This design comes from an exercise in tuning for small area, a short achievable clock period and few clock cycles on the open sky130 flow, not from production work.
Where RTL was checked, it was by simulation tests only, not by an equivalence proof against the original.
No functional check of the RTL was part of run 5.
Power figures rest on the tool's default switching activity, not on a simulated workload.

$ cat design/flow/flow/run.sh
#!/bin/bash
set -euo pipefail
bash standard.sh SETUP_SLACK_MARGIN=5.5 "BUFFER_PORTS_ARGS=-buffer_cell sky130_fd_sc_hd__buf_4" finish > flow_standard.log 2>&1
$ cat design/flow/config.mk
export PLATFORM = sky130hd
export DESIGN_NAME = battleship_top
export DESIGN_NICKNAME = battleship_top
export VERILOG_FILES = /design/flow/design.v
export SDC_FILE = /design/flow/constraint.sdc
export NUM_CORES = 4
export LEC_CHECK = 0
export ABC_AREA = 1
export CAP_MARGIN = 20
export CORE_MARGIN = 2
export CORE_UTILIZATION = 55
export CTS_BUF_LIST = sky130_fd_sc_hd__clkbuf_8 sky130_fd_sc_hd__clkbuf_16
export CTS_CLUSTER_DIAMETER = 80
export CTS_CLUSTER_SIZE = 24
export SLEW_MARGIN = 20
$ cat design/flow/design.v
`default_nettype none
package battleship_pkg;
    localparam int BOARD_ROWS  = 10;
    localparam int BOARD_COLS  = 10;
    localparam int NUM_SHIPS   = 5;
    localparam int FLEET_CELLS = 17;         
    typedef logic [3:0] coord_t;             
    typedef logic [2:0] ship_len_t;          
    typedef logic [2:0] ship_idx_t;          
    typedef logic [4:0] hit_count_t;         
    localparam logic [3*NUM_SHIPS-1:0] SHIP_LENGTHS = {3'd2, 3'd3, 3'd3, 3'd4, 3'd5};
    typedef enum logic [1:0] {
        cell_empty = 2'b00,
        cell_miss  = 2'b01,
        cell_hit   = 2'b10,
        cell_ship  = 2'b11
    } cell_t;
    typedef enum logic [2:0] {
        rk_placed   = 3'd0,
        rk_rejected = 3'd1,
        rk_miss     = 3'd2,
        rk_hit      = 3'd3,
        rk_win      = 3'd4
    } report_kind_t;
    typedef struct packed {
        logic   player;
        logic   horizontal;                  
        coord_t row;
        coord_t col;
    } request_t;
    typedef struct packed {
        report_kind_t kind;
        coord_t       row;
        coord_t       col;
        logic         player;                
    } report_t;
endpackage
`default_nettype wire
`timescale 1ns/1ps
`default_nettype none
module battleship_top (
    input  logic        clk,
    input  logic        reset,
    input  logic        read,
    input  logic [9:0]  req,
    output logic [11:0] data_out,
    output logic        data_ready
);
    localparam logic [2:0] K_PLACED = 3'd0, K_REJ = 3'd1, K_MISS = 3'd2,
                           K_HIT = 3'd3, K_WIN = 3'd4;
    function automatic logic ge4(input logic [3:0] a, input logic [3:0] b);
        logic [3:0] g, p;
        g = a & ~b;
        p = a | ~b;
        ge4 = g[3]
            | (p[3] & g[2])
            | (p[3] & p[2] & g[1])
            | (p[3] & p[2] & p[1] & p[0]);
    endfunction
    function automatic logic [3:0] sub_sat(input logic [3:0] a, input int k);
        sub_sat = 4'd0;
        for (int v = 0; v < 16; v++)
            if (a == 4'(v))
                sub_sat = (v >= k) ? 4'(v - k) : 4'd0;
    endfunction
    function automatic logic [3:0] add_k(input logic [3:0] a, input int k);
        add_k = 4'd0;
        for (int v = 0; v < 16; v++)
            if (a == 4'(v))
                add_k = 4'(v + k);
    endfunction
    localparam logic [4:0] HITS_16 = 5'b10111;
    function automatic logic [4:0] lfsr_next(input logic [4:0] v);
        lfsr_next = {v[3:0], !(v[4] ^ v[2])};
    endfunction
    function automatic int lm1_of(input int k);
        case (k)
            0:       lm1_of = 4;
            1:       lm1_of = 3;
            4:       lm1_of = 1;
            default: lm1_of = 2;
        endcase
    endfunction
    logic        placing_q;          
    logic        over_q;             
    logic        turn_q;             
    logic        bsel_q;             
    logic [4:0]  sidx_q;             
    logic [4:0]  hits [2];           
    logic        f_place;            
    logic        f_shot;             
    logic        f_hit;              
    logic        f_win;              
    logic [3:0]  srow [10];          
    logic [3:0]  scol [10];
    logic        shor [10];
    logic [9:0]  shot0 [10];         
    logic [9:0]  shot1 [10];
    logic        placing, over, turn, bsel;
    logic [4:0]  sidx;
    logic        last_ship;          
    assign last_ship = f_place && sidx_q[4];
    assign placing = placing_q && !(last_ship && turn_q);
    assign over    = over_q || f_win;
    assign turn    = turn_q ^ (f_shot || last_ship);
    assign bsel    = bsel_q ^ (f_shot || (last_ship && !turn_q));
    assign sidx    = f_place ? {sidx_q[3:0], sidx_q[4]} : sidx_q;
    logic       p, h;
    logic [3:0] r, c;
    assign p = req[9];
    assign h = req[8];
    assign r = req[7:4];
    assign c = req[3:0];
    logic shooting;
    assign shooting = !placing && !over;
    logic [4:0] valid;
    logic [3:0] r_lo [5], r_hi [5], c_lo [5], c_hi [5];
    always_comb
    begin
        for (int i = 0; i < 5; i++)
        begin
            logic [3:0] sr, sc;
            logic       sh;
            sr = bsel ? srow[5+i] : srow[i];
            sc = bsel ? scol[5+i] : scol[i];
            sh = bsel ? shor[5+i] : shor[i];
            r_lo[i] = sr;
            c_lo[i] = sc;
            r_hi[i] = sh ? sr : add_k(sr, lm1_of(i));
            c_hi[i] = sh ? add_k(sc, lm1_of(i)) : sc;
        end
        valid[0] = !placing || !sidx[0];
        valid[1] = !placing || !(sidx[0] || sidx[1]);
        valid[2] = !placing || sidx[3] || sidx[4];
        valid[3] = !placing || sidx[4];
        valid[4] = !placing;
    end
    logic hz, vt;                    
    assign hz = placing && h;
    assign vt = placing && !h;
    logic [3:0] r_end, c_end;
    always_comb
    begin
        logic [3:0] r_k, c_k;
        if (sidx[0])
        begin
            r_k = add_k(r, 4);
            c_k = add_k(c, 4);
        end
        else if (sidx[1])
        begin
            r_k = add_k(r, 3);
            c_k = add_k(c, 3);
        end
        else if (sidx[4])
        begin
            r_k = add_k(r, 1);
            c_k = add_k(c, 1);
        end
        else
        begin
            r_k = add_k(r, 2);
            c_k = add_k(c, 2);
        end
        r_end = vt ? r_k : r;
        c_end = hz ? c_k : c;
    end
    logic overlap;
    always_comb
    begin
        overlap = 1'b0;
        for (int i = 0; i < 5; i++)
        begin
            logic ok_r, ok_c;
            ok_r = ge4(r_hi[i], r) && ge4(r_end, r_lo[i]);
            ok_c = ge4(c_hi[i], c) && ge4(c_end, c_lo[i]);
            overlap = overlap || (valid[i] && ok_r && ok_c);
        end
    end
    logic [9:0] rsel, csel;
    always_comb
    begin
        for (int i = 0; i < 10; i++)
        begin
            rsel[i] = (r == 4'(i));
            csel[i] = (c == 4'(i));
        end
    end
    logic was_shot;
    always_comb
    begin
        was_shot = 1'b0;
        for (int j = 0; j < 10; j++)
        begin
            logic colbit;
            colbit = 1'b0;
            for (int i = 0; i < 10; i++)
                colbit = colbit || (rsel[i] && turn && shot0[i][j])
                                || (rsel[i] && !turn && shot1[i][j]);
            was_shot = was_shot || (csel[j] && colbit);
        end
    end
    logic fits, turn_ok, on_board;
    logic [3:0] lim;
    always_comb
    begin
        if (sidx[0])      lim = 4'd5;        
        else if (sidx[1]) lim = 4'd6;
        else if (sidx[4]) lim = 4'd8;
        else              lim = 4'd7;
    end
    assign on_board = (r < 4'd10) && (c < 4'd10);
    assign fits     = h ? ((r < 4'd10) && ge4(lim, c)) : ((c < 4'd10) && ge4(lim, r));
    assign turn_ok  = (p == turn);
    logic place_ok, shot_ok, hit, win, last_hit;
    assign last_hit = bsel ? (hits[1] == HITS_16) : (hits[0] == HITS_16);
    assign place_ok = placing && turn_ok && fits && !overlap;
    assign shot_ok  = shooting && turn_ok && on_board && !was_shot;
    assign hit      = shot_ok && overlap;
    assign win      = hit && last_hit;
    assign data_out[11] = f_win;
    assign data_out[10] = f_shot && !f_win;
    assign data_out[9]  = (!f_place && !f_shot) || (f_hit && !f_win);
    always_ff @(posedge clk)
    begin
        data_out[8:0] <= {r, c, p};
        if (reset)
        begin
            data_ready <= 1'b0;
            placing_q  <= 1'b1;
            over_q     <= 1'b0;
            turn_q     <= 1'b0;
            bsel_q     <= 1'b0;
            sidx_q     <= 5'b00001;
            hits[0]    <= '0;
            hits[1]    <= '0;
            f_place    <= 1'b0;
            f_shot     <= 1'b0;
            f_hit      <= 1'b0;
            f_win      <= 1'b0;
        end
        else
        begin
            data_ready <= read;
            placing_q  <= placing;
            over_q     <= over;
            turn_q     <= turn;
            bsel_q     <= bsel;
            sidx_q     <= sidx;
            if (f_hit)
            begin
                if (bsel_q) hits[1] <= lfsr_next(hits[1]);
                else        hits[0] <= lfsr_next(hits[0]);
            end
            f_place    <= read && place_ok;
            f_shot     <= read && shot_ok;
            f_hit      <= read && hit;
            f_win      <= read && win;
        end
    end
    always_ff @(posedge clk)
    begin
        for (int k = 0; k < 5; k++)
        begin
            if (placing && sidx[k])
            begin
                if (turn)
                begin
                    srow[5+k] <= r;
                    scol[5+k] <= c;
                    shor[5+k] <= h;
                end
                else
                begin
                    srow[k] <= r;
                    scol[k] <= c;
                    shor[k] <= h;
                end
            end
        end
    end
    logic [9:0] mark0, mark1;
    always_comb
    begin
        for (int i = 0; i < 10; i++)
        begin
            mark0[i] = !reset && read && shooting && p && turn && rsel[i];
            mark1[i] = !reset && read && shooting && !p && !turn && rsel[i];
        end
    end
    always_ff @(posedge clk)
    begin
        for (int i = 0; i < 10; i++)
            for (int j = 0; j < 10; j++)
            begin
                shot0[i][j] <= (shot0[i][j] && !reset) || (mark0[i] && csel[j]);
                shot1[i][j] <= (shot1[i][j] && !reset) || (mark1[i] && csel[j]);
            end
    end
endmodule
`default_nettype wire
$ cat design/flow/constraint.sdc
create_clock -name core_clock -period 9.0 [get_ports {clk}]
set_input_delay 1.8000 -clock core_clock [delete_from_list [all_inputs] [get_ports {clk}]]
set_output_delay 1.8000 -clock core_clock [all_outputs]
set_load 0.01 [all_outputs]
$ cat design/flow/standard.sh
#!/bin/bash
# synth_recipe.tcl (not shown) runs the flow's synth.tcl, then flattens the netlist and writes it again
# the make line also repeats each setting of config.mk as NAME=value (left out here)
make -C /OpenROAD-flow-scripts/flow DESIGN_CONFIG=/design/flow/config.mk WORK_HOME=/design/flow/orfs CLKGATE_MAP_FILE= SYNTH_SCRIPT=/design/flow/synth_recipe.tcl "${@:-finish}"
==> impl_metrics.prom, run 1 <==
# TYPE chip_impl_metric gauge
chip_impl_metric{name="drt_iter0_markers",unit=""} 1334
chip_impl_metric{name="worst_clock_skew",unit="ns"} 0.0145
chip_impl_metric{name="sequential_share_of_the_synthesized_area",unit="%"} 49.6
chip_impl_metric{name="antenna_left",unit=""} 0
chip_impl_info{name="run_status",value="complete, no violations"} 1
chip_impl_metric{name="post-route-worst-setup-slack",unit="ns"} 5.46
chip_impl_metric{name="dpl.hpwl",unit="µm"} 32600
chip_impl_info{name="startpoint_type",value="primary input"} 1
chip_impl_metric{name="synth_top_area_share",unit="%"} 31.4
chip_impl_info{name="post-synth-top-area-cell",value="sky130_fd_sc_hd__dfxtp_1"} 1
chip_impl_metric{name="groute.usage.overall",unit="%"} 33.5
chip_impl_metric{name="full_die_area",unit="µm²"} 28400
chip_impl_metric{name="die_width",unit="µm"} 168
chip_impl_metric{name="arrival",unit="ns"} 3.95
chip_impl_metric{name="fin_tns_setup",unit="ns"} 0
chip_impl_metric{name="mean_routed_wirelength_per_cell",unit="µm"} 20.4
chip_impl_metric{name="cts_num_sinks",unit=""} 323
chip_impl_metric{name="combined_area_of_the_multi_input_logic_cells",unit="µm²"} 6270
chip_impl_metric{name="drt_drc",unit=""} 0
chip_impl_metric{name="syn-mean-instance-area",unit="µm²"} 7.40
chip_impl_metric{name="io_pins",unit=""} 26
chip_impl_metric{name="synthesis.area",unit="µm²"} 14900
chip_impl_metric{name="worstPathRequired",unit="ns"} 9.41
chip_impl_metric{name="num_antenna_cells",unit=""} 0
chip_impl_metric{name="ir_drop",unit="µV"} 142
chip_impl_metric{name="totalWireLength",unit="µm"} 48300
chip_impl_info{name="timing.hold.worst.class",value="reg2reg"} 1
chip_impl_metric{name="clk_latency",unit="ns"} 0.52
chip_impl_metric{name="pre_cts_slack",unit="ns"} 4.17
chip_impl_metric{name="maximum_number_of_pins_on_one_net_before_global_route_repair",unit=""} 107
chip_impl_metric{name="port_buffers",unit=""} 25
chip_impl_metric{name="synth.net_count",unit=""} 2030
chip_impl_metric{name="final_cycle_utilization_of_the_critical_path",unit="%"} 39.4
chip_impl_metric{name="share_clk_of_total_power",unit="%"} 35.0
chip_impl_metric{name="power-per-cell-area",unit="nW/µm²"} 164
chip_impl_metric{name="worst_slew_pin_slew",unit="ns"} 1.17
chip_impl_info{name="timing.setup.critical_path_class",value="in2reg"} 1
chip_impl_metric{name="max-slew-margin-rel",unit="%"} 22.0
chip_impl_metric{name="numCtsBuffers",unit=""} 18
chip_impl_metric{name="first_global_vias",unit=""} 12700
chip_impl_metric{name="global_route_wire_length_before_repair",unit="µm"} 72700
chip_impl_metric{name="final_nets",unit=""} 2044
chip_impl_metric{name="routed_via_count",unit=""} 13700
chip_impl_metric{name="floorplan.initialDensity",unit="%"} 55.6
chip_impl_info{name="grt_setup_unrepaired",value="yes"} 1
chip_impl_metric{name="count_of_endpoints_failing_setup_in_the_final_report",unit=""} 0
chip_impl_metric{name="placement_rows",unit=""} 60
chip_impl_metric{name="antenna_violations_before_repair",unit=""} 0
chip_impl_info{name="post_synth_main_area_contributors",value="sky130_fd_sc_hd__dfxtp_1, sky130_fd_sc_hd__edfxtp_1, sky130_fd_sc_hd__nand2_1"} 1
chip_impl_metric{name="crit_path_time_final",unit="ns"} 3.54
chip_impl_metric{name="cell_internal_pwr",unit="µW"} 2020
chip_impl_metric{name="vias_per_cell",unit=""} 5.76
chip_impl_metric{name="htreeDepth",unit=""} 1
chip_impl_metric{name="maxClockFrequency",unit="GHz"} 0.282
chip_impl_metric{name="crit_fanout",unit=""} 23
chip_impl_metric{name="final_max_slew_viol_count",unit=""} 0
chip_impl_metric{name="netlist_instances",unit=""} 2009
chip_impl_metric{name="sequential_cell_area",unit="µm²"} 7370
chip_impl_metric{name="placeableCoreArea",unit="µm²"} 26700
chip_impl_metric{name="final-hold-violation-count",unit=""} 0
chip_impl_metric{name="cts-root-to-sink-buffers",unit=""} 3
chip_impl_metric{name="power.static_leakage",unit="µW"} 0.00682
chip_impl_metric{name="swShare",unit="%"} 24.8
chip_impl_metric{name="yosysWarningCount",unit=""} 11
chip_impl_metric{name="ys_types",unit=""} 36
chip_impl_metric{name="synth_seq_cells",unit=""} 323
chip_impl_metric{name="routabilityCongestion",unit=""} 0.969
chip_impl_info{name="end_kind",value="flip-flop"} 1
chip_impl_metric{name="fillers",unit=""} 2495
chip_impl_metric{name="die_h",unit="µm"} 168
chip_impl_info{name="tritoncts",value="done"} 1
chip_impl_info{name="cts-root-buf",value="sky130_fd_sc_hd__clkbuf_16"} 1
chip_impl_metric{name="clk_transition_reported_paths",unit="ns"} 0.09
chip_impl_metric{name="grt-ovfl-total",unit=""} 0
chip_impl_metric{name="net-switching-power",unit="µW"} 664
chip_impl_metric{name="drv_cap",unit=""} 0
chip_impl_metric{name="layout-area-overhead-vs-synth",unit="%"} 9.91
chip_impl_metric{name="p_seq_share",unit="%"} 56.3
chip_impl_metric{name="share_comb_of_total_power",unit="%"} 8.7
chip_impl_metric{name="ratio_of_cells_with_drive_above_1_in_the_final_layout",unit="%"} 9.16
chip_impl_metric{name="detailedRoute.firstPassIterationCount",unit=""} 6
registers in the layout, summed over array words and instances (netlist names):
register	flops
bsel_q	1
data_out	9
data_ready	1
f_hit	1
f_place	1
f_shot	1
f_win	1
hits	10
over_q	1
placing_q	1
scol	40
shor	10
shot0	100
shot1	100
sidx_q	5
srow	40
turn_q	1
cell usage in the layout (no fill, tap or decap), drive strengths merged, types with 4 or more instances in the layout:
| cell | n |
|---|---|
| nand3 | 104 |
| nand2 | 651 |
| a21oi | 24 |
| o22ai | 161 |
| nor3 | 8 |
| clkinvlp | 4 |
| edfxtp | 90 |
| inv | 292 |
| nand4 | 15 |
| buf | 64 |
| dfxtp | 233 |
| o21ai | 171 |
| ha | 8 |
| nor2 | 161 |
| clkbuf | 21 |
kinds of logic after synthesis:
family,Yosys count,synth area share [%]
and+or+nand+nor,947,25.8
AOI/OAI and AO/OA,365,13.9
buffers and inverters,363,9.72
DFF,323,49.6
adders and majority gates,8,0.673
xor gates and xnor gates,3,0.354
per-stage QoR:
stage | instances | hold slack, ns | util [%] | instance area [µm²] | total power [µW]
floorplan | 2009 | 0.422 | - | 14900 | 1680
global placement | 2312 | 0.434 | 56.8 | 15200 | 1750
detailed placement | 2312 | 0.445 | 56.9 | 15200 | 1750
CTS | 2353 | 0.468 | 60.0 | 16000 | 2680
global route | 2372 | 0.492 | 61.1 | 16300 | 2760
finish | 2372 | 0.465 | 61.1 | 16300 | 2680
cell usage after synthesis, drive strengths merged:
master	instances
o211ai	3
o21ai	171
o21a	1
and2	1
buf	22
nor2	161
edfxtp	90
nor3	8
o22ai	161
clkinv	2
xor2	3
inv	290
nor4	2
ha	8
clkbuf	49
a21o	1
or2	3
a31oi	1
nand2	650
nand4	15
nand3b	3
o21bai	3
nand3	104
a21oi	24
dfxtp	233
what timing repair did:
| action | in CTS | in global routing |
|---|---|---|
| setup buffers | 12 | 18 |
| hold buffers | 0 | 0 |
| pin swaps | 5 | 6 |
| endpoints found under the setup margin | 131 | 89 |
| resized for setup | 53 | 43 |
| gates cloned | 1 | 0 |
power by group through the flow:
stage          Sequential [µW]  Combinational (µW)  Clock, µW
2_1_floorplan             1540                 137          0
3_3_place_gp              1540                 208          0
3_5_place_dp              1540                 209          0
4_1_cts                   1510                 220        945
5_1_grt                   1510                 255        988
6_report                  1510                 234        938
area by class of cell:
type	instances	area share (%)
clock buffers	21	3.15
clock inverters	7	0.467
inverters	292	6.89
multi-input cells	1324	38.3
flip-flops and latches	323	45.1
well taps	341	2.61
repair buffers	64	3.45
critical path, stage by stage:
cell	delay (ns)
sky130_fd_sc_hd__buf_8	0.18
sky130_fd_sc_hd__clkinvlp_4	0.18
sky130_fd_sc_hd__buf_4	0.17
sky130_fd_sc_hd__nand2_2	0.11
sky130_fd_sc_hd__nand3_1	0.09
sky130_fd_sc_hd__nand2_1	0.10
sky130_fd_sc_hd__nand2_1	0.24
sky130_fd_sc_hd__nand2_2	0.24
sky130_fd_sc_hd__nand2_1	0.07
sky130_fd_sc_hd__nand3_1	0.10
sky130_fd_sc_hd__nand2_1	0.06
sky130_fd_sc_hd__nand2_1	0.06
sky130_fd_sc_hd__nor2_1	0.04
sky130_fd_sc_hd__nand3_1	0.08
sky130_fd_sc_hd__nand2_1	0.05
sky130_fd_sc_hd__nor2_1	0.08
sky130_fd_sc_hd__nand2_1	0.13
sky130_fd_sc_hd__nand2_1	0.11
sky130_fd_sc_hd__nor2_1	0.04
routing by layer:
layer / track usage (%) / up-vias / routed length [µm]
li1: - / 6520 / -
met1: 40.7 / 6457 / 19400
met2: 58.5 / 534 / 23200
met3: 3.71 / 152 / 3010
met4: 17.8 / 0 / 2720
met5: 0 / - / 0
final timing paths:
check / end / depth (start not counted) / slack (ns) / startpoint
setup / recovery: f_win / 19 / 5.46 / req[1]
hold reg to reg: shot0[9][1] / 2 / 0.46 / shot0[9][1]
hold / removal: shot0[9][1] / 2 / 0.46 / shot0[9][1]
setup reg to reg: f_win / 22 / 5.78 / f_place
Testbench counts, summed over its fixed seeds: cycles 2,888.
==> inputs of run 2 (changes only) <==
==> design/flow/flow/run.sh (replaced) <==
#!/bin/bash
set -euo pipefail
bash standard.sh SETUP_SLACK_MARGIN=7 "BUFFER_PORTS_ARGS=-buffer_cell sky130_fd_sc_hd__buf_4" finish > flow_standard.log 2>&1
==> run 2 against run 1 <==
  * Sequential cell count is the same
  * Sequential power is essentially flat
  * Clock-buffer cell count up 1
  * Largest power group unchanged
  * Final cell count is 7.3% higher
  * Hold slack worse by 0.0050 ns
  * Clock skew rose by 0.0076 ns
  * Critical path type unchanged
  * Non-clock buffer count up 138
  * Still clean on timing, DRC and antenna
  * Sequential share of layout area decreased by 9.8 points
  * Total power grew 5.4%
  * Register-to-register slack better by 0.07 ns
==> impl_metrics.prom, run 2 <==
# TYPE chip_impl_metric gauge
chip_impl_info{name="run_status",value="complete, no violations"} 1
chip_impl_metric{name="final_max_slew_viol_count",unit=""} 0
chip_impl_info{name="netlist_top_cells_count",value="sky130_fd_sc_hd__nand2_1, sky130_fd_sc_hd__inv_1, sky130_fd_sc_hd__dfxtp_1"} 1
chip_impl_metric{name="floorplan.initialDensity",unit="%"} 55.6
chip_impl_metric{name="vias_per_cell",unit=""} 6.35
chip_impl_info{name="synth_top_flop_cell",value="sky130_fd_sc_hd__dfxtp_1"} 1
chip_impl_metric{name="io_pins",unit=""} 26
chip_impl_metric{name="grt-ovfl-total",unit=""} 0
chip_impl_info{name="synth_most_common_cell",value="sky130_fd_sc_hd__nand2_1"} 1
chip_impl_metric{name="sequential_cell_area",unit="µm²"} 7390
chip_impl_metric{name="die_h",unit="µm"} 168
chip_impl_metric{name="share_comb_of_total_power",unit="%"} 12.6
chip_impl_metric{name="synthesis.area",unit="µm²"} 14900
chip_impl_metric{name="final_cycle_utilization_of_the_critical_path",unit="%"} 42.8
chip_impl_metric{name="syn-mean-instance-area",unit="µm²"} 7.40
chip_impl_metric{name="crit_path_time_final",unit="ns"} 3.85
chip_impl_metric{name="detailedRoute.firstPassIterationCount",unit=""} 8
chip_impl_metric{name="arrival",unit="ns"} 4.34
chip_impl_metric{name="routabilityCongestion",unit=""} 0.984
chip_impl_metric{name="max-slew-margin-rel",unit="%"} 47.2
chip_impl_metric{name="worst_slew_pin_slew",unit="ns"} 0.784
chip_impl_metric{name="placement_rows",unit=""} 60
chip_impl_metric{name="layout-area-overhead-vs-synth",unit="%"} 40.9
chip_impl_metric{name="port_buffers",unit=""} 25
chip_impl_metric{name="ir_drop",unit="µV"} 183
chip_impl_metric{name="totalWireLength",unit="µm"} 66700
chip_impl_metric{name="routed_via_count",unit=""} 16100
chip_impl_metric{name="async_flop_share",unit="%"} 0
chip_impl_info{name="most_common_cell_after_layout_fill_and_taps_aside",value="sky130_fd_sc_hd__nand2_1"} 1
chip_impl_metric{name="yosysWarningCount",unit=""} 11
chip_impl_metric{name="dpl.hpwl",unit="µm"} 31800
chip_impl_metric{name="power.static_leakage",unit="µW"} 0.00830
chip_impl_metric{name="net-switching-power",unit="µW"} 748
chip_impl_info{name="final_cell_mix",value="sky130_fd_sc_hd__nand2_1, sky130_fd_sc_hd__inv_1, sky130_fd_sc_hd__dfxtp_1"} 1
chip_impl_metric{name="maxClockFrequency",unit="GHz"} 0.260
chip_impl_metric{name="antenna_left",unit=""} 0
chip_impl_metric{name="drt_iter0_markers",unit=""} 2163
chip_impl_info{name="startpoint_type",value="primary input"} 1
chip_impl_info{name="timing.setup.critical_path_class",value="in2reg"} 1
chip_impl_metric{name="die_width",unit="µm"} 168
chip_impl_info{name="post-synth-top-area-cell",value="sky130_fd_sc_hd__dfxtp_1"} 1
chip_impl_info{name="grt_setup_unrepaired",value="yes"} 1
chip_impl_metric{name="sequential_share_of_the_synthesized_area",unit="%"} 49.6
chip_impl_metric{name="fillers",unit=""} 1714
chip_impl_metric{name="netlist_instances",unit=""} 2009
chip_impl_metric{name="crit_fanout",unit=""} 7
chip_impl_info{name="library_cell_contributing_the_largest_single_delay_on_the_critical_path",value="sky130_fd_sc_hd__nor2_1"} 1
chip_impl_metric{name="count_of_endpoints_failing_setup_in_the_final_report",unit=""} 0
chip_impl_metric{name="placeableCoreArea",unit="µm²"} 26700
chip_impl_metric{name="swShare",unit="%"} 26.5
chip_impl_metric{name="cell_internal_pwr",unit="µW"} 2080
chip_impl_metric{name="cts-root-to-sink-buffers",unit=""} 3
chip_impl_metric{name="final_nets",unit=""} 2216
chip_impl_metric{name="share_clk_of_total_power",unit="%"} 33.9
chip_impl_metric{name="drt_drc",unit=""} 0
chip_impl_info{name="cts-root-buf",value="sky130_fd_sc_hd__clkbuf_16"} 1
chip_impl_metric{name="worst_clock_skew",unit="ns"} 0.0221
chip_impl_metric{name="synth_top_area_share",unit="%"} 31.4
chip_impl_info{name="chain_of_cells_forming_the_critical_path",value="buf_16 -> buf_4 -> nand3_4 -> nor2_4 -> nand2_4 -> inv_2 -> nand2_1 -> o21ai_0 -> nor2_1 -> nand3_1 -> o21ai_2 -> nand2_1 -> nor2_1 -> nand2_1 -> nor2_4 -> nand2_2 -> nor2_1"} 1
chip_impl_metric{name="finalPower",unit="µW"} 2830
chip_impl_metric{name="synth.net_count",unit=""} 2030
chip_impl_metric{name="fin_tns_setup",unit="ns"} 0
chip_impl_info{name="end_kind",value="flip-flop"} 1
chip_impl_metric{name="clk_transition_reported_paths",unit="ns"} 0.11
chip_impl_info{name="top_regs",value="shot0: 100 flops, shot1: 100 flops"} 1
chip_impl_metric{name="ratio_of_cells_with_drive_above_1_in_the_final_layout",unit="%"} 30.2
chip_impl_metric{name="htreeDepth",unit=""} 1
chip_impl_metric{name="clk_latency",unit="ns"} 0.54
chip_impl_metric{name="mean_routed_wirelength_per_cell",unit="µm"} 26.2
chip_impl_metric{name="maximum_number_of_pins_on_one_net_before_global_route_repair",unit=""} 54
chip_impl_metric{name="first_global_vias",unit=""} 14300
chip_impl_metric{name="power-per-cell-area",unit="nW/µm²"} 135
chip_impl_metric{name="full_die_area",unit="µm²"} 28400
chip_impl_metric{name="ys_types",unit=""} 36
chip_impl_info{name="tritoncts",value="done"} 1
chip_impl_info{name="post_synth_main_area_contributors",value="sky130_fd_sc_hd__dfxtp_1, sky130_fd_sc_hd__edfxtp_1, sky130_fd_sc_hd__nand2_1"} 1
chip_impl_metric{name="synth_seq_cells",unit=""} 323
chip_impl_metric{name="global_route_wire_length_before_repair",unit="µm"} 86100
chip_impl_metric{name="cp_slowest_stage_delay",unit="ns"} 0.50
chip_impl_metric{name="cts_num_sinks",unit=""} 323
chip_impl_metric{name="combined_area_of_the_multi_input_logic_cells",unit="µm²"} 8500
chip_impl_metric{name="antenna_violations_before_repair",unit=""} 1
chip_impl_metric{name="groute.usage.overall",unit="%"} 40.7
chip_impl_info{name="timing.hold.worst.class",value="reg2reg"} 1
chip_impl_metric{name="p_seq_share",unit="%"} 53.5
chip_impl_metric{name="post_synth_edffs",unit=""} 90
chip_impl_metric{name="drv_cap",unit=""} 0
chip_impl_metric{name="worstPathRequired",unit="ns"} 9.48
chip_impl_metric{name="final-hold-violation-count",unit=""} 0
chip_impl_metric{name="numCtsBuffers",unit=""} 18
run 2: cell counts after synthesis:
No cell type changed its count.
run 2: path summary, 6_finish.rpt:
| check | from | to | slack, ns | cells past startpoint |
|---|---|---|---|---|
| max reg2reg | f_shot | f_win | 5.85 | 17 |
| max | req[5] | f_win | 5.15 | 17 |
| min reg2reg | shot1[5][3] | shot1[5][3] | 0.46 | 2 |
| min | shot1[5][3] | shot1[5][3] | 0.46 | 2 |
run 2: cells by family (layout without fill, tap and decap cells):
logic type,after synthesis,in the layout,share of synthesized area [%]
XOR/XNOR,3,3,0.354
AO/OA/AOI/OAI,365,365,13.9
buffers and inverters,363,531,9.72
other,0,1,0
flip-flops,323,323,49.6
adder cells (fa/ha/maj),8,8,0.673
AND/OR/NAND/NOR,947,972,25.8
run 2: through the flow:
step | instance area [µm²] | std cells | utilization [%] | setup WS, ns | hold slack [ns]
3_3_place_gp | 15700 | 2313 | 58.8 | 4.48 | 0.438
5_1_grt | 20900 | 2543 | 78.4 | 5.08 | 0.469
6_report | 21000 | 2544 | 78.4 | 5.15 | 0.460
3_5_place_dp | 15700 | 2313 | 58.8 | 4.45 | 0.446
2_1_floorplan | 15600 | 2009 | - | 5.74 | 0.429
4_1_cts | 19500 | 2488 | 72.9 | 5.78 | 0.460
run 2: power groups by stage:
stage,clock network [µW],logic (µW),registers [µW]
after floorplan,0,157,1540
after global placement,0,222,1540
after detailed placement,0,222,1540
after CTS,949,311,1510
after global routing,1000,372,1510
final,959,356,1510
run 2: what timing repair did:
item	4_1_cts	5_1_grt
hold buffers	0	0
pin swaps	72	73
cloned	42	11
buffers inserted	106	44
resized for setup	324	196
setup endpoints to repair	317	286
run 2: final cells by class:
type                    instances  share of cell area [%]
clock buffers                  22                    2.63
clock inverters                 5                   0.191
repair buffers                202                    12.6
multi-input cells            1348                    40.5
well taps                     341                    2.04
flip-flops and latches        323                    35.3
repair inverters               10                   0.549
diodes                          1                  0.0119
inverters                     292                    6.13
run 2: critical path: cells and delay by family:
kind            cells  cell delay [ns]
simple gates       12             1.80
buf+inv             3             0.43
compound gates      2             0.30
run 2: metal layers:
layer / global-route usage, % / part of all wire, %
met3: 9.57 / 12
met2: 66.6 / 44
met4: 30.8 / 11
met5: 0 / 0
met1: 46.3 / 32
==> inputs of run 3 (changes only) <==
==> design/flow/flow/run.sh (replaced) <==
#!/bin/bash
set -euo pipefail
bash standard.sh SETUP_SLACK_MARGIN=6 "BUFFER_PORTS_ARGS=-buffer_cell sky130_fd_sc_hd__buf_4" finish > flow_standard.log 2>&1
--- a/design/flow/config.mk
+++ b/design/flow/config.mk
@@ -9,7 +9,8 @@
 export CAP_MARGIN = 20
 export CORE_MARGIN = 2
-export CORE_UTILIZATION = 55
+export CORE_UTILIZATION = 62
 export CTS_BUF_LIST = sky130_fd_sc_hd__clkbuf_8 sky130_fd_sc_hd__clkbuf_16
 export CTS_CLUSTER_DIAMETER = 80
 export CTS_CLUSTER_SIZE = 24
+export PLACE_DENSITY = 0.72
 export SLEW_MARGIN = 20
==> run 3 against run 2 <==
  * Synthesized cell count unchanged
  * Non-clock buffer count fell by 89
  * Register-to-register slack about the same
  * Design area decreased by 17%
  * Hold slack better by 0.0056 ns
  * Routed wire length down 25%
  * Via count decreased by 9.8%
  * Global-route usage down 2.5 points
  * Critical path type unchanged
  * Highest routed layer unchanged
==> impl_metrics.prom, run 3 <==
# TYPE chip_impl_metric gauge
chip_impl_metric{name="io_pins",unit=""} 26
chip_impl_metric{name="syn-mean-instance-area",unit="µm²"} 7.40
chip_impl_metric{name="antenna_left",unit=""} 0
chip_impl_metric{name="combined_area_of_the_multi_input_logic_cells",unit="µm²"} 6730
chip_impl_metric{name="sequential_cell_area",unit="µm²"} 7380
chip_impl_metric{name="async_flop_share",unit="%"} 0
chip_impl_metric{name="reg2reg_slack",unit="ns"} 5.86
chip_impl_info{name="final_cell_mix",value="sky130_fd_sc_hd__nand2_1, sky130_fd_sc_hd__inv_1, sky130_fd_sc_hd__dfxtp_1"} 1
chip_impl_metric{name="fillers",unit=""} 1808
chip_impl_metric{name="worstPathRequired",unit="ns"} 9.46
chip_impl_info{name="grt_setup_unrepaired",value="yes"} 1
chip_impl_info{name="run_status",value="complete, no violations"} 1
chip_impl_metric{name="hold_depth",unit=""} 2
chip_impl_info{name="netlist_top_cells_count",value="sky130_fd_sc_hd__nand2_1, sky130_fd_sc_hd__inv_1, sky130_fd_sc_hd__dfxtp_1"} 1
chip_impl_info{name="startpoint_type",value="primary input"} 1
chip_impl_metric{name="power.static_leakage",unit="µW"} 0.00730
chip_impl_metric{name="full_die_area",unit="µm²"} 25200
chip_impl_metric{name="drt_iter0_markers",unit=""} 2320
chip_impl_metric{name="fin_tns_setup",unit="ns"} 0
chip_impl_metric{name="clk_transition_reported_paths",unit="ns"} 0.09
chip_impl_info{name="holdPathEnd",value="shot0[2][7]"} 1
chip_impl_metric{name="yosysWarningCount",unit=""} 11
chip_impl_info{name="tritoncts",value="done"} 1
chip_impl_metric{name="grt-ovfl-total",unit=""} 0
chip_impl_metric{name="placeableCoreArea",unit="µm²"} 23500
chip_impl_info{name="min-delay-start",value="shot0[2][7]"} 1
chip_impl_metric{name="sequential_share_of_the_synthesized_area",unit="%"} 49.6
chip_impl_metric{name="vias_per_cell",unit=""} 6.06
chip_impl_metric{name="groute.usage.overall",unit="%"} 38.2
chip_impl_metric{name="num_antenna_cells",unit=""} 0
chip_impl_metric{name="global_route_wire_length_before_repair",unit="µm"} 75100
chip_impl_metric{name="placed_cell_area",unit="µm²"} 15300
chip_impl_metric{name="final-hold-violation-count",unit=""} 0
chip_impl_metric{name="cts_num_sinks",unit=""} 323
chip_impl_metric{name="placement_rows",unit=""} 56
chip_impl_metric{name="netlist_instances",unit=""} 2009
chip_impl_metric{name="max-slew-margin-rel",unit="%"} 31.8
chip_impl_metric{name="finalHoldWorstSlack",unit="ns"} 0.466
chip_impl_metric{name="die_h",unit="µm"} 159
chip_impl_metric{name="power-per-cell-area",unit="nW/µm²"} 153
chip_impl_metric{name="maxClockFrequency",unit="GHz"} 0.297
chip_impl_metric{name="dpl.hpwl",unit="µm"} 31000
chip_impl_metric{name="port_buffers",unit=""} 25
chip_impl_info{name="timing.hold.worst.class",value="reg2reg"} 1
chip_impl_metric{name="cts-root-to-sink-buffers",unit=""} 3
chip_impl_info{name="top_regs",value="shot0: 100 flops, shot1: 100 flops"} 1
chip_impl_metric{name="post_synth_edffs",unit=""} 90
chip_impl_metric{name="die_width",unit="µm"} 159
chip_impl_metric{name="arrival",unit="ns"} 3.82
chip_impl_info{name="synth_most_common_cell",value="sky130_fd_sc_hd__nand2_1"} 1
chip_impl_metric{name="ir_drop",unit="µV"} 189
chip_impl_metric{name="crit_fanout",unit=""} 6
chip_impl_metric{name="fin_area",unit="µm²"} 17400
chip_impl_metric{name="drv_cap",unit=""} 0
chip_impl_info{name="timing.setup.critical_path_class",value="in2reg"} 1
chip_impl_metric{name="cts.hold.buffers_added",unit=""} 0
chip_impl_metric{name="ys_types",unit=""} 36
chip_impl_metric{name="htreeDepth",unit=""} 1
chip_impl_info{name="post-synth-top-area-cell",value="sky130_fd_sc_hd__dfxtp_1"} 1
chip_impl_metric{name="routed_via_count",unit=""} 14600
chip_impl_metric{name="worst_clock_skew",unit="ns"} 0.0210
chip_impl_metric{name="reg2reg_path_depth",unit=""} 23
chip_impl_info{name="end_kind",value="flip-flop"} 1
chip_impl_info{name="worst_r2r_endpoint",value="f_win"} 1
chip_impl_metric{name="clk_latency",unit="ns"} 0.53
chip_impl_metric{name="floorplan.initialDensity",unit="%"} 63.3
chip_impl_metric{name="synth.net_count",unit=""} 2030
chip_impl_info{name="cts-root-buf",value="sky130_fd_sc_hd__clkbuf_16"} 1
chip_impl_metric{name="routabilityCongestion",unit=""} 0.986
chip_impl_metric{name="drt_drc",unit=""} 0
chip_impl_metric{name="count_of_endpoints_failing_setup_in_the_final_report",unit=""} 0
chip_impl_metric{name="first_global_vias",unit=""} 13000
chip_impl_metric{name="ratio_of_cells_with_drive_above_1_in_the_final_layout",unit="%"} 16.0
chip_impl_metric{name="final_nets",unit=""} 2099
chip_impl_metric{name="crit_path_time_final",unit="ns"} 3.36
chip_impl_info{name="synth_top_flop_cell",value="sky130_fd_sc_hd__dfxtp_1"} 1
chip_impl_metric{name="final-instance-count-excl-fill",unit=""} 2404
chip_impl_metric{name="synth_top_area_share",unit="%"} 31.4
chip_impl_metric{name="synthesis.area",unit="µm²"} 14900
chip_impl_metric{name="synth_seq_cells",unit=""} 323
chip_impl_metric{name="layout-area-overhead-vs-synth",unit="%"} 17.3
chip_impl_info{name="most_common_cell_after_layout_fill_and_taps_aside",value="sky130_fd_sc_hd__nand2_1"} 1
chip_impl_metric{name="dpl.cell_count",unit=""} 2290
chip_impl_metric{name="final_cycle_utilization_of_the_critical_path",unit="%"} 37.4
chip_impl_metric{name="mean_routed_wirelength_per_cell",unit="µm"} 20.9
chip_impl_metric{name="worst_slew_pin_slew",unit="ns"} 1.02
chip_impl_info{name="r2r-start",value="f_place"} 1
chip_impl_metric{name="maximum_number_of_pins_on_one_net_before_global_route_repair",unit=""} 75
chip_impl_metric{name="final_max_slew_viol_count",unit=""} 0
chip_impl_metric{name="totalWireLength",unit="µm"} 50300
chip_impl_metric{name="antenna_violations_before_repair",unit=""} 1
chip_impl_metric{name="numCtsBuffers",unit=""} 18
chip_impl_info{name="post_synth_main_area_contributors",value="sky130_fd_sc_hd__dfxtp_1, sky130_fd_sc_hd__edfxtp_1, sky130_fd_sc_hd__nand2_1"} 1
chip_impl_metric{name="detailedRoute.firstPassIterationCount",unit=""} 8
[run 3: cell counts after synthesis]
Identical to the previous run, type by type.
[run 3: cell families (layout without fill, tap and decap cells)]
logic type,after synthesis,in the layout,share of synthesized area (%)
adders and majority gates,8,8,0.673
AOI/OAI and AO/OA,365,365,13.9
buffers and inverters,363,436,9.72
DFF,323,323,49.6
and+or+nand+nor,947,950,25.8
xor gates and xnor gates,3,3,0.354
[run 3: through the flow]
stage          worst slack [ns]  utilization, %  total power, µW
2_1_floorplan              5.74               -             1690
3_5_place_dp               4.21            65.3             1760
4_1_cts                    5.80            72.6             2650
5_1_grt                    5.56            74.3             2750
3_3_place_gp               4.27            65.3             1750
6_report                   5.64            74.3             2670
[run 3: worst max-delay path by stage]
stage,end,cells past startpoint,start
after detailed placement,shot1[6][7],8,reset
final,f_win,14,req[5]
after CTS,f_win,20,req[5]
after floorplan,f_win,20,req[1]
after global placement,shot1[1][6],8,reset
after global routing,f_win,22,req[1]
[run 3: worst max-delay path, stage by stage]
cell,delay [ns]
sky130_fd_sc_hd__buf_16,0.11
sky130_fd_sc_hd__clkinvlp_4,0.19
sky130_fd_sc_hd__nand2_4,0.15
sky130_fd_sc_hd__nor2_4,0.06
sky130_fd_sc_hd__nand2_4,0.13
sky130_fd_sc_hd__buf_4,0.18
sky130_fd_sc_hd__o22ai_1,0.08
sky130_fd_sc_hd__nor2_1,0.30
sky130_fd_sc_hd__nand3b_1,0.11
sky130_fd_sc_hd__o21ai_0,0.16
sky130_fd_sc_hd__o211ai_1,0.16
sky130_fd_sc_hd__nor2_4,0.22
sky130_fd_sc_hd__nand2_2,0.08
sky130_fd_sc_hd__nor2_1,0.07
[run 3: area by class of cell]
type | count | area share, %
clock inverters | 8 | 0.394
well taps | 319 | 2.29
clock buffers | 19 | 2.73
repair inverters | 4 | 0.179
inverters | 292 | 6.87
multi-input cells | 1326 | 38.6
repair buffers | 113 | 6.66
flip-flops and latches | 323 | 42.3
[run 3: where the power goes]
group,switching (µW),internal [µW],total [µW]
registers,4.79,1510,1510
logic,189,88.3,278
clock network,493,393,885
total,687,1990,2670
[run 3: timing repair]
action | in CTS | in global routing
buffers inserted | 53 | 23
gates cloned | 7 | 4
setup endpoints to repair | 218 | 117
pin swaps | 44 | 24
resized for setup | 158 | 59
[run 3: metal layers]
| metal | part of all wire [%] | track usage, % | wire [µm] |
|---|---|---|---|
| met3 | 15 | 8.39 | 7510 |
| met1 | 40 | 57.7 | 20100 |
| met4 | 4.0 | 12.7 | 2010 |
| met2 | 41 | 54.1 | 20700 |
| met5 | 0 | 0 | 0 |
==> inputs of run 4 (changes only) <==
--- a/design/flow/config.mk
+++ b/design/flow/config.mk
@@ -9,8 +9,7 @@
 export CAP_MARGIN = 20
 export CORE_MARGIN = 2
-export CORE_UTILIZATION = 62
+export CORE_UTILIZATION = 55
 export CTS_BUF_LIST = sky130_fd_sc_hd__clkbuf_8 sky130_fd_sc_hd__clkbuf_16
 export CTS_CLUSTER_DIAMETER = 80
 export CTS_CLUSTER_SIZE = 24
-export PLACE_DENSITY = 0.72
 export SLEW_MARGIN = 20
==> run 4 against run 3 <==
  * Sequential share of layout area shrank 0.45 points
  * Combinational power up 3%
  * Register-to-register slack improved by 0.07 ns
  * Via count shrank 2.6%
  * Utilization fell by 8.3 points
  * Critical path type unchanged
  * Critical endpoint unchanged
  * Largest power group unchanged
==> impl_metrics.prom, run 4 <==
# TYPE chip_impl_metric gauge
chip_impl_info{name="run_status",value="complete, no violations"} 1
chip_impl_metric{name="htreeDepth",unit=""} 1
chip_impl_metric{name="first_global_vias",unit=""} 13100
chip_impl_metric{name="layout-area-overhead-vs-synth",unit="%"} 18.7
chip_impl_metric{name="yosysWarningCount",unit=""} 11
chip_impl_metric{name="cts_num_sinks",unit=""} 323
chip_impl_metric{name="fillers",unit=""} 2342
chip_impl_info{name="timing.hold.worst.class",value="reg2reg"} 1
chip_impl_metric{name="ir_drop",unit="µV"} 137
chip_impl_metric{name="async_flop_share",unit="%"} 0
chip_impl_metric{name="final_max_slew_viol_count",unit=""} 0
chip_impl_metric{name="detailedRoute.firstPassIterationCount",unit=""} 6
chip_impl_info{name="netlist_top_cells_count",value="sky130_fd_sc_hd__nand2_1, sky130_fd_sc_hd__inv_1, sky130_fd_sc_hd__dfxtp_1"} 1
chip_impl_metric{name="grt-ovfl-total",unit=""} 0
chip_impl_metric{name="antenna_violations_before_repair",unit=""} 0
chip_impl_metric{name="num_antenna_cells",unit=""} 0
chip_impl_metric{name="final_nets",unit=""} 2101
chip_impl_info{name="chain_of_cells_forming_the_critical_path",value="buf_16 -> clkinvlp_4 -> nor2_4 -> nand2_1 -> nor2_1 -> nor2_1 -> nand2_1 -> nand2_1 -> nand2_2 -> nand2_4 -> buf_6 -> nand2_1 -> nand2_1 -> inv_1 -> nand2_1 -> nand4_1 -> nor2_1 -> nor2_2 -> nand2_2 -> nand2_2 -> nor2_1"} 1
chip_impl_metric{name="crit_path_time_final",unit="ns"} 3.18
chip_impl_metric{name="synth.net_count",unit=""} 2030
chip_impl_metric{name="final-hold-violation-count",unit=""} 0
chip_impl_info{name="tritoncts",value="done"} 1
chip_impl_metric{name="mean_routed_wirelength_per_cell",unit="µm"} 21.8
chip_impl_metric{name="sequential_share_of_the_synthesized_area",unit="%"} 49.6
chip_impl_metric{name="drv_cap",unit=""} 0
chip_impl_metric{name="power-per-cell-area",unit="nW/µm²"} 153
chip_impl_metric{name="worst_clock_skew",unit="ns"} 0.0451
chip_impl_metric{name="dpl.hpwl",unit="µm"} 32900
chip_impl_metric{name="dpl.cell_count",unit=""} 2313
chip_impl_metric{name="worstPathRequired",unit="ns"} 9.44
chip_impl_info{name="critPathMostFrequentCell",value="sky130_fd_sc_hd__nand2_1"} 1
chip_impl_metric{name="port_buffers",unit=""} 25
chip_impl_info{name="startpoint_type",value="primary input"} 1
chip_impl_metric{name="power.static_leakage",unit="µW"} 0.00738
chip_impl_metric{name="routed_via_count",unit=""} 14200
chip_impl_metric{name="synth_top_area_share",unit="%"} 31.4
chip_impl_metric{name="clk_latency",unit="ns"} 0.56
chip_impl_metric{name="finalPower",unit="µW"} 2700
chip_impl_metric{name="vias_per_cell",unit=""} 5.84
chip_impl_metric{name="crit_fanout",unit=""} 7
chip_impl_metric{name="worst_slew_pin_slew",unit="ns"} 1.12
chip_impl_metric{name="numCtsBuffers",unit=""} 18
chip_impl_metric{name="max-slew-margin-rel",unit="%"} 25.6
chip_impl_metric{name="cts-root-to-sink-buffers",unit=""} 3
chip_impl_metric{name="ratio_of_cells_with_drive_above_1_in_the_final_layout",unit="%"} 17.0
chip_impl_info{name="timing.setup.critical_path_class",value="in2reg"} 1
chip_impl_metric{name="floorplan.initialDensity",unit="%"} 55.6
chip_impl_info{name="final_cell_mix",value="sky130_fd_sc_hd__nand2_1, sky130_fd_sc_hd__inv_1, sky130_fd_sc_hd__dfxtp_1"} 1
chip_impl_info{name="synth_most_common_cell",value="sky130_fd_sc_hd__nand2_1"} 1
chip_impl_metric{name="cts.hold.buffers_added",unit=""} 0
chip_impl_metric{name="arrival",unit="ns"} 3.62
chip_impl_metric{name="netlist_instances",unit=""} 2009
chip_impl_metric{name="die_h",unit="µm"} 168
chip_impl_metric{name="placement_rows",unit=""} 60
chip_impl_metric{name="ys_types",unit=""} 36
chip_impl_info{name="top_regs",value="shot0: 100 flops, shot1: 100 flops"} 1
chip_impl_metric{name="final-instance-count-excl-fill",unit=""} 2427
chip_impl_metric{name="maximum_number_of_pins_on_one_net_before_global_route_repair",unit=""} 102
chip_impl_info{name="post_synth_main_area_contributors",value="sky130_fd_sc_hd__dfxtp_1, sky130_fd_sc_hd__edfxtp_1, sky130_fd_sc_hd__nand2_1"} 1
chip_impl_metric{name="antenna_left",unit=""} 0
chip_impl_metric{name="placeableCoreArea",unit="µm²"} 26700
chip_impl_info{name="cts-root-buf",value="sky130_fd_sc_hd__clkbuf_16"} 1
chip_impl_metric{name="count_of_endpoints_failing_setup_in_the_final_report",unit=""} 0
chip_impl_metric{name="drt_iter0_markers",unit=""} 1618
chip_impl_metric{name="maxClockFrequency",unit="GHz"} 0.314
chip_impl_metric{name="global_route_wire_length_before_repair",unit="µm"} 77400
chip_impl_info{name="grt_setup_unrepaired",value="yes"} 1
chip_impl_metric{name="io_pins",unit=""} 26
chip_impl_metric{name="die_width",unit="µm"} 168
chip_impl_info{name="end_kind",value="flip-flop"} 1
chip_impl_metric{name="totalWireLength",unit="µm"} 52900
chip_impl_metric{name="layout.core_utilization",unit="%"} 66.0
chip_impl_metric{name="syn-mean-instance-area",unit="µm²"} 7.40
chip_impl_metric{name="full_die_area",unit="µm²"} 28400
chip_impl_info{name="most_common_cell_after_layout_fill_and_taps_aside",value="sky130_fd_sc_hd__nand2_1"} 1
chip_impl_metric{name="clk_transition_reported_paths",unit="ns"} 0.09
chip_impl_metric{name="synth_seq_cells",unit=""} 323
chip_impl_metric{name="fin_tns_setup",unit="ns"} 0
chip_impl_metric{name="post_synth_edffs",unit=""} 90
chip_impl_info{name="synth_top_flop_cell",value="sky130_fd_sc_hd__dfxtp_1"} 1
chip_impl_metric{name="synthesis.area",unit="µm²"} 14900
chip_impl_metric{name="final_cycle_utilization_of_the_critical_path",unit="%"} 35.4
chip_impl_metric{name="drt_drc",unit=""} 0
chip_impl_info{name="library_cell_contributing_the_largest_single_delay_on_the_critical_path",value="sky130_fd_sc_hd__nor2_4"} 1
chip_impl_metric{name="routabilityCongestion",unit=""} 0.975
chip_impl_metric{name="groute.usage.overall",unit="%"} 36.1
chip_impl_metric{name="cp_slowest_stage_delay",unit="ns"} 0.18
chip_impl_info{name="post-synth-top-area-cell",value="sky130_fd_sc_hd__dfxtp_1"} 1
## run 4: changes by cell type in the layout (fill, tap and decap cells not counted), sizes merged
cell / change
buf: -4
bufbuf: +3
bufinv: +1
clkdlybuf4s18: +1
clkinv: +2
clkinvlp: +1
inv: -5
nand2: +2
## run 4: where the power goes
group          leakage [µW]  total, µW  internal (µW)  switching [µW]
combinational       0.00439        285           95.8             190
sequential          0.00271       1510           1510            4.79
clock              0.000280        909            405             504
## run 4: cell families (layout without fill, tap and decap cells)
family          Yosys count  after routing  synth area share (%)
compound gates          365            365                  13.9
buf+inv                 363            435                  9.72
fa+ha+maj                 8              8                 0.673
flops                   323            323                  49.6
xor+xnor                  3              3                 0.354
simple gates            947            952                  25.8
## run 4: per-layer routing
metal,track usage (%),wire [µm],up-vias
li1,-,-,6652
met1,43.2,20100,6601
met2,62.3,24900,723
met3,4.44,3920,207
met4,21.8,3990,0
met5,0,0,-
## run 4: final timing paths
path	from	endpoint	slack [ns]	cells after the start
max	req[1]	f_win	5.82	21
min reg2reg	shot0[8][1]	shot0[8][1]	0.46	2
max reg2reg	turn_q	f_win	5.93	16
min	shot0[8][1]	shot0[8][1]	0.46	2
## run 4: worst max-delay path: cells and delay by family
family,cells,cell delay [ns]
buf+inv,4,0.44
simple gates,17,1.36
## run 4: per-stage QoR
stage / hold slack (ns) / instance area [µm²] / worst slack, ns
4_1_cts: 0.467 / 17100 / 5.86
6_report: 0.463 / 17600 / 5.82
3_3_place_gp: 0.431 / 15400 / 4.35
3_5_place_dp: 0.445 / 15400 / 4.31
5_1_grt: 0.482 / 17600 / 5.66
2_1_floorplan: 0.422 / 15100 / 5.74
## run 4: final cells by class
class,instances,area (µm²),area share [%]
Timing Repair inverter,3,22.5,0.128
Clock buffer,18,450,2.55
Inverter,292,1190,6.74
Tap cell,341,427,2.42
Clock inverter,8,104,0.589
Sequential cell,323,7380,41.8
Timing Repair Buffer,114,1250,7.06
Multi-Input combinational cell,1328,6820,38.7
## run 4: what timing repair did
item	in CTS	in global routing
buffers inserted	40	33
cloned	11	4
pin swaps	38	40
resized for setup	166	71
endpoints found under the setup margin	206	120
==> inputs of run 5 (changes only) <==
--- a/design/flow/design.v
+++ b/design/flow/design.v
@@ -95,6 +95,6 @@
     logic [3:0]  scol [10];
     logic        shor [10];
-    logic [9:0]  shot0 [10];         
-    logic [9:0]  shot1 [10];
+    logic [9:0]  fresh0 [10];        
+    logic [9:0]  fresh1 [10];
     logic        placing, over, turn, bsel;
     logic [4:0]  sidx;
@@ -196,6 +196,6 @@
             colbit = 1'b0;
             for (int i = 0; i < 10; i++)
-                colbit = colbit || (rsel[i] && turn && shot0[i][j])
-                                || (rsel[i] && !turn && shot1[i][j]);
+                colbit = colbit || (rsel[i] && turn && !fresh0[i][j])
+                                || (rsel[i] && !turn && !fresh1[i][j]);
             was_shot = was_shot || (csel[j] && colbit);
         end
@@ -294,6 +294,6 @@
             for (int j = 0; j < 10; j++)
             begin
-                shot0[i][j] <= (shot0[i][j] && !reset) || (mark0[i] && csel[j]);
-                shot1[i][j] <= (shot1[i][j] && !reset) || (mark1[i] && csel[j]);
+                fresh0[i][j] <= !((!fresh0[i][j] && !reset) || (mark0[i] && csel[j]));
+                fresh1[i][j] <= !((!fresh1[i][j] && !reset) || (mark1[i] && csel[j]));
             end
     end
==> run 5 against run 4 <==
  * Sequential share of layout area increased by 0.64 points
  * Highest routed layer unchanged
  * Total power decreased by 0.65%
  * Non-clock buffer count increased by 3
  * Sequential power about the same
  * Still clean on timing, DRC and antenna
  * Routed wire length decreased by 7.9%
  * Register-to-register slack improved by 0.02 ns
  * Largest cell class unchanged
  * Critical path type unchanged
  * Clock skew decreased by 0.021 ns
  * Sequential cell count unchanged
  * Design area decreased by 1.5%
==> impl_metrics.prom, run 5 <==
# TYPE chip_impl_metric gauge
chip_impl_info{name="run_status",value="complete, no violations"} 1
chip_impl_info{name="timing.setup.critical_path_class",value="in2reg"} 1
chip_impl_metric{name="die_width",unit="µm"} 167
chip_impl_metric{name="final_cycle_utilization_of_the_critical_path",unit="%"} 36.0
chip_impl_metric{name="mean_routed_wirelength_per_cell",unit="µm"} 21.2
chip_impl_info{name="netlist_top_cells_count",value="sky130_fd_sc_hd__nand2_1, sky130_fd_sc_hd__nor2_1, sky130_fd_sc_hd__dfxtp_1"} 1
chip_impl_metric{name="synth.net_count",unit=""} 1931
chip_impl_metric{name="synthesis.area",unit="µm²"} 14600
chip_impl_metric{name="worst_slew_pin_slew",unit="ns"} 1.16
chip_impl_metric{name="drt_iter0_markers",unit=""} 1822
chip_impl_metric{name="combined_area_of_the_multi_input_logic_cells",unit="µm²"} 6850
chip_impl_info{name="cts-root-buf",value="sky130_fd_sc_hd__clkbuf_16"} 1
chip_impl_metric{name="dpl.hpwl",unit="µm"} 30600
chip_impl_info{name="final_cell_mix",value="sky130_fd_sc_hd__nand2_1, sky130_fd_sc_hd__nor2_1, sky130_fd_sc_hd__dfxtp_1"} 1
chip_impl_metric{name="maximum_number_of_pins_on_one_net_before_global_route_repair",unit=""} 80
chip_impl_metric{name="cts.hold.buffers_added",unit=""} 0
chip_impl_metric{name="htreeDepth",unit=""} 1
chip_impl_metric{name="layout.core_utilization",unit="%"} 66.5
chip_impl_metric{name="cts_num_sinks",unit=""} 323
chip_impl_metric{name="maxClockFrequency",unit="GHz"} 0.309
chip_impl_metric{name="final-hold-violation-count",unit=""} 0
chip_impl_info{name="end_kind",value="flip-flop"} 1
chip_impl_metric{name="grt-ovfl-total",unit=""} 0
chip_impl_metric{name="drv_cap",unit=""} 0
chip_impl_metric{name="p_seq_share",unit="%"} 56.2
chip_impl_metric{name="worst_clock_skew",unit="ns"} 0.0245
chip_impl_info{name="grt_setup_unrepaired",value="yes"} 1
chip_impl_metric{name="fin_tns_setup",unit="ns"} 0
chip_impl_metric{name="syn-mean-instance-area",unit="µm²"} 7.67
chip_impl_metric{name="power.static_leakage",unit="µW"} 0.00739
chip_impl_metric{name="port_buffers",unit=""} 25
chip_impl_info{name="library_cell_contributing_the_largest_single_delay_on_the_critical_path",value="sky130_fd_sc_hd__buf_8"} 1
chip_impl_metric{name="ir_drop",unit="µV"} 225
chip_impl_metric{name="layout-area-overhead-vs-synth",unit="%"} 18.6
chip_impl_metric{name="max-slew-margin-rel",unit="%"} 22.2
chip_impl_metric{name="io_pins",unit=""} 26
chip_impl_metric{name="groute.usage.overall",unit="%"} 34.2
chip_impl_metric{name="clk_latency",unit="ns"} 0.55
chip_impl_metric{name="vias_per_cell",unit=""} 5.94
chip_impl_info{name="tritoncts",value="done"} 1
chip_impl_metric{name="sequential_cell_area",unit="µm²"} 7380
chip_impl_info{name="timing.hold.worst.class",value="reg2reg"} 1
chip_impl_metric{name="fillers",unit=""} 2190
chip_impl_info{name="synth_most_common_cell",value="sky130_fd_sc_hd__nand2_1"} 1
chip_impl_metric{name="ratio_of_cells_with_drive_above_1_in_the_final_layout",unit="%"} 17.5
chip_impl_metric{name="totalWireLength",unit="µm"} 48800
chip_impl_metric{name="reg2reg_slack",unit="ns"} 5.95
chip_impl_metric{name="clk_transition_reported_paths",unit="ns"} 0.10
chip_impl_info{name="top_regs",value="fresh0: 100 flops, fresh1: 100 flops"} 1
chip_impl_info{name="startpoint_type",value="primary input"} 1
chip_impl_metric{name="full_die_area",unit="µm²"} 27900
chip_impl_metric{name="crit_path_time_final",unit="ns"} 3.24
chip_impl_metric{name="final_max_slew_viol_count",unit=""} 0
chip_impl_metric{name="count_of_endpoints_failing_setup_in_the_final_report",unit=""} 0
chip_impl_metric{name="routed_via_count",unit=""} 13700
chip_impl_metric{name="numCtsBuffers",unit=""} 18
chip_impl_metric{name="routabilityCongestion",unit=""} 0.942
chip_impl_metric{name="power-per-cell-area",unit="nW/µm²"} 155
chip_impl_info{name="synth_top_flop_cell",value="sky130_fd_sc_hd__dfxtp_1"} 1
chip_impl_metric{name="detailedRoute.firstPassIterationCount",unit=""} 17
chip_impl_metric{name="swShare",unit="%"} 25.5
chip_impl_info{name="cpLargestDelayFamily",value="simple AND/OR/NAND/NOR gates"} 1
chip_impl_metric{name="crit_fanout",unit=""} 5
chip_impl_info{name="most_common_cell_after_layout_fill_and_taps_aside",value="sky130_fd_sc_hd__nand2_1"} 1
chip_impl_metric{name="antenna_left",unit=""} 0
chip_impl_metric{name="cp_slowest_stage_delay",unit="ns"} 0.17
chip_impl_metric{name="first_global_vias",unit=""} 12300
chip_impl_metric{name="synth_top_area_share",unit="%"} 31.9
chip_impl_metric{name="num_antenna_cells",unit=""} 0
chip_impl_metric{name="net-switching-power",unit="µW"} 684
chip_impl_metric{name="netlist_instances",unit=""} 1910
chip_impl_metric{name="ys_types",unit=""} 39
chip_impl_metric{name="floorplan.initialDensity",unit="%"} 56.0
chip_impl_metric{name="share_comb_of_total_power",unit="%"} 10.0
chip_impl_metric{name="share_clk_of_total_power",unit="%"} 33.8
chip_impl_metric{name="worstPathRequired",unit="ns"} 9.48
chip_impl_metric{name="post_synth_edffs",unit=""} 90
chip_impl_metric{name="drt_drc",unit=""} 0
chip_impl_metric{name="cts-root-to-sink-buffers",unit=""} 3
chip_impl_metric{name="final_nets",unit=""} 1982
chip_impl_info{name="post-synth-top-area-cell",value="sky130_fd_sc_hd__dfxtp_1"} 1
chip_impl_metric{name="finalPower",unit="µW"} 2690
chip_impl_metric{name="cell_internal_pwr",unit="µW"} 2000
chip_impl_metric{name="global_route_wire_length_before_repair",unit="µm"} 73400
chip_impl_metric{name="synth_seq_cells",unit=""} 323
chip_impl_metric{name="worstPathBufferInverterCount",unit=""} 5
chip_impl_metric{name="yosysWarningCount",unit=""} 11
chip_impl_metric{name="antenna_violations_before_repair",unit=""} 0
chip_impl_metric{name="placeableCoreArea",unit="µm²"} 26100
chip_impl_info{name="critPathMostFrequentCell",value="sky130_fd_sc_hd__nand2_4"} 1
chip_impl_metric{name="placement_rows",unit=""} 59
chip_impl_metric{name="sequential_share_of_the_synthesized_area",unit="%"} 50.3
chip_impl_metric{name="async_flop_share",unit="%"} 0
chip_impl_metric{name="die_h",unit="µm"} 167
chip_impl_info{name="chain_of_cells_forming_the_critical_path",value="buf_16 -> clkinvlp_4 -> buf_8 -> nand2_4 -> nand2_2 -> nor2_1 -> nor2_1 -> nand2_1 -> nand2_4 -> nand2_8 -> buf_6 -> nand2_2 -> nand2_1 -> inv_1 -> a21oi_2 -> nand3_1 -> nor2_2 -> nor2_4 -> nand2_4 -> nand2_4 -> nor2_2"} 1
chip_impl_info{name="post_synth_main_area_contributors",value="sky130_fd_sc_hd__dfxtp_1, sky130_fd_sc_hd__edfxtp_1, sky130_fd_sc_hd__nand2_1"} 1
chip_impl_metric{name="arrival",unit="ns"} 3.72
==> run 5: changes by cell type after synthesis, moves of 70 or more <==
cell / before / now
sky130_fd_sc_hd__nor2_1: 156 / 328
sky130_fd_sc_hd__nand2_1: 641 / 412
sky130_fd_sc_hd__o21ai_0: 138 / 39
sky130_fd_sc_hd__a21oi_1: 24 / 167
sky130_fd_sc_hd__inv_1: 284 / 171
sky130_fd_sc_hd__o22ai_1: 161 / 91
==> run 5: worst paths after layout <==
kind,startpoint,end,cells past startpoint
setup reg to reg,f_place,f_win,15
hold / removal,fresh1[7][9],fresh1[7][9],2
hold reg to reg,fresh1[7][9],fresh1[7][9],2
setup / recovery,req[3],f_win,21
==> run 5: cell families after synthesis <==
logic type / Yosys count / synth area share, %
XOR/XNOR: 3 / 0.359
buffers and inverters: 285 / 8.28
AO/OA/AOI/OAI: 404 / 15.9
flip-flops: 323 / 50.3
AND/OR/NAND/NOR: 887 / 24.4
adder cells (fa/ha/maj): 8 / 0.684
==> run 5: area by class of cell <==
type	instances	area share, %
inverters	196	4.69
multi-input cells	1305	39.4
flip-flops and latches	323	42.5
clock buffers	20	2.88
repair buffers	117	7.83
clock inverters	7	0.295
well taps	335	2.41
==> run 5: power by group through the flow <==
stage                     Combinational, µW  Clock (µW)  Sequential [µW]
after detailed placement                208           0             1540
after global routing                    288         968             1510
after floorplan                         142           0             1540
after CTS                               252         914             1510
after global placement                  207           0             1540
final                                   268         909             1510
==> run 5: what timing repair did <==
item                       CTS  global route
pin swaps                   29            21
buffers inserted            45            25
setup endpoints to repair  206           125
gates resized for setup    185            29
cloned                       7             2
==> run 5: worst min-delay path, stage by stage (launching register included) <==
cell and delay, ns:
sky130_fd_sc_hd__dfxtp_1 0.32, sky130_fd_sc_hd__inv_1 0.05, sky130_fd_sc_hd__a22oi_1 0.06
==> run 5: routing by layer <==
layer / wire, µm / global-route usage [%] / share of wire, % / up-vias
li1: - / - / - / 6409
met1: 21300 / 51.0 / 44 / 6435
met2: 20600 / 50.7 / 42 / 742
met3: 5650 / 7.73 / 12 / 104
met4: 1220 / 7.67 / 2.5 / 0
met5: 0 / 0 / 0 / -
==> run 5: metrics by stage <==
step	cell area (µm²)	std cells	hold WS [ns]	setup WS (ns)
finish	17400	2303	0.475	5.76
global route	17400	2303	0.496	5.66
CTS	17000	2276	0.473	5.89
detailed placement	15000	2197	0.460	4.47
global placement	15000	2197	0.442	4.51
floorplan	14800	1910	0.432	5.72

==> separate check: timing with driven ports <==
No port has a modelled driver above. Below, the same layouts with a new extraction and two added sets of constraints. Step 1 sets driving cells, clkbuf_16 on the clock port and buf_2 on the other inputs (assumed; they add their load-dependent delay and slew). Step 2 moves the port delays by t, midway between the first and last clock arrival at a register: inputs arrive t later, outputs are due t later. That takes back most of the time a late clock gives input paths. Three values: no drivers, after step 1, after step 2; two values: the first two.
| run | shift t [ns] | slack for setup (ns) | hold WS [ns] |
|---|---|---|---|
| run 1 | 0.571 | 5.457 / 5.461 / 4.890 | 0.465 / 0.465 / 0.465 |
| run 2 | 0.588 | 5.147 / 5.091 / 4.503 | 0.460 / 0.460 / 0.460 |
| run 3 | 0.575 | 5.635 / 5.587 / 5.012 | 0.466 / 0.466 / 0.466 |
| run 4 | 0.586 | 5.816 / 5.702 / 5.116 | 0.463 / 0.463 / 0.463 |
| run 5 | 0.582 | 5.763 / 5.654 / 5.072 | 0.475 / 0.475 / 0.475 |
After both steps setup and hold are still met in every run listed. For run 4, which loses most, drivers alone change the setup slack by -0.114 ns; drivers and shift together by -0.700 ns.
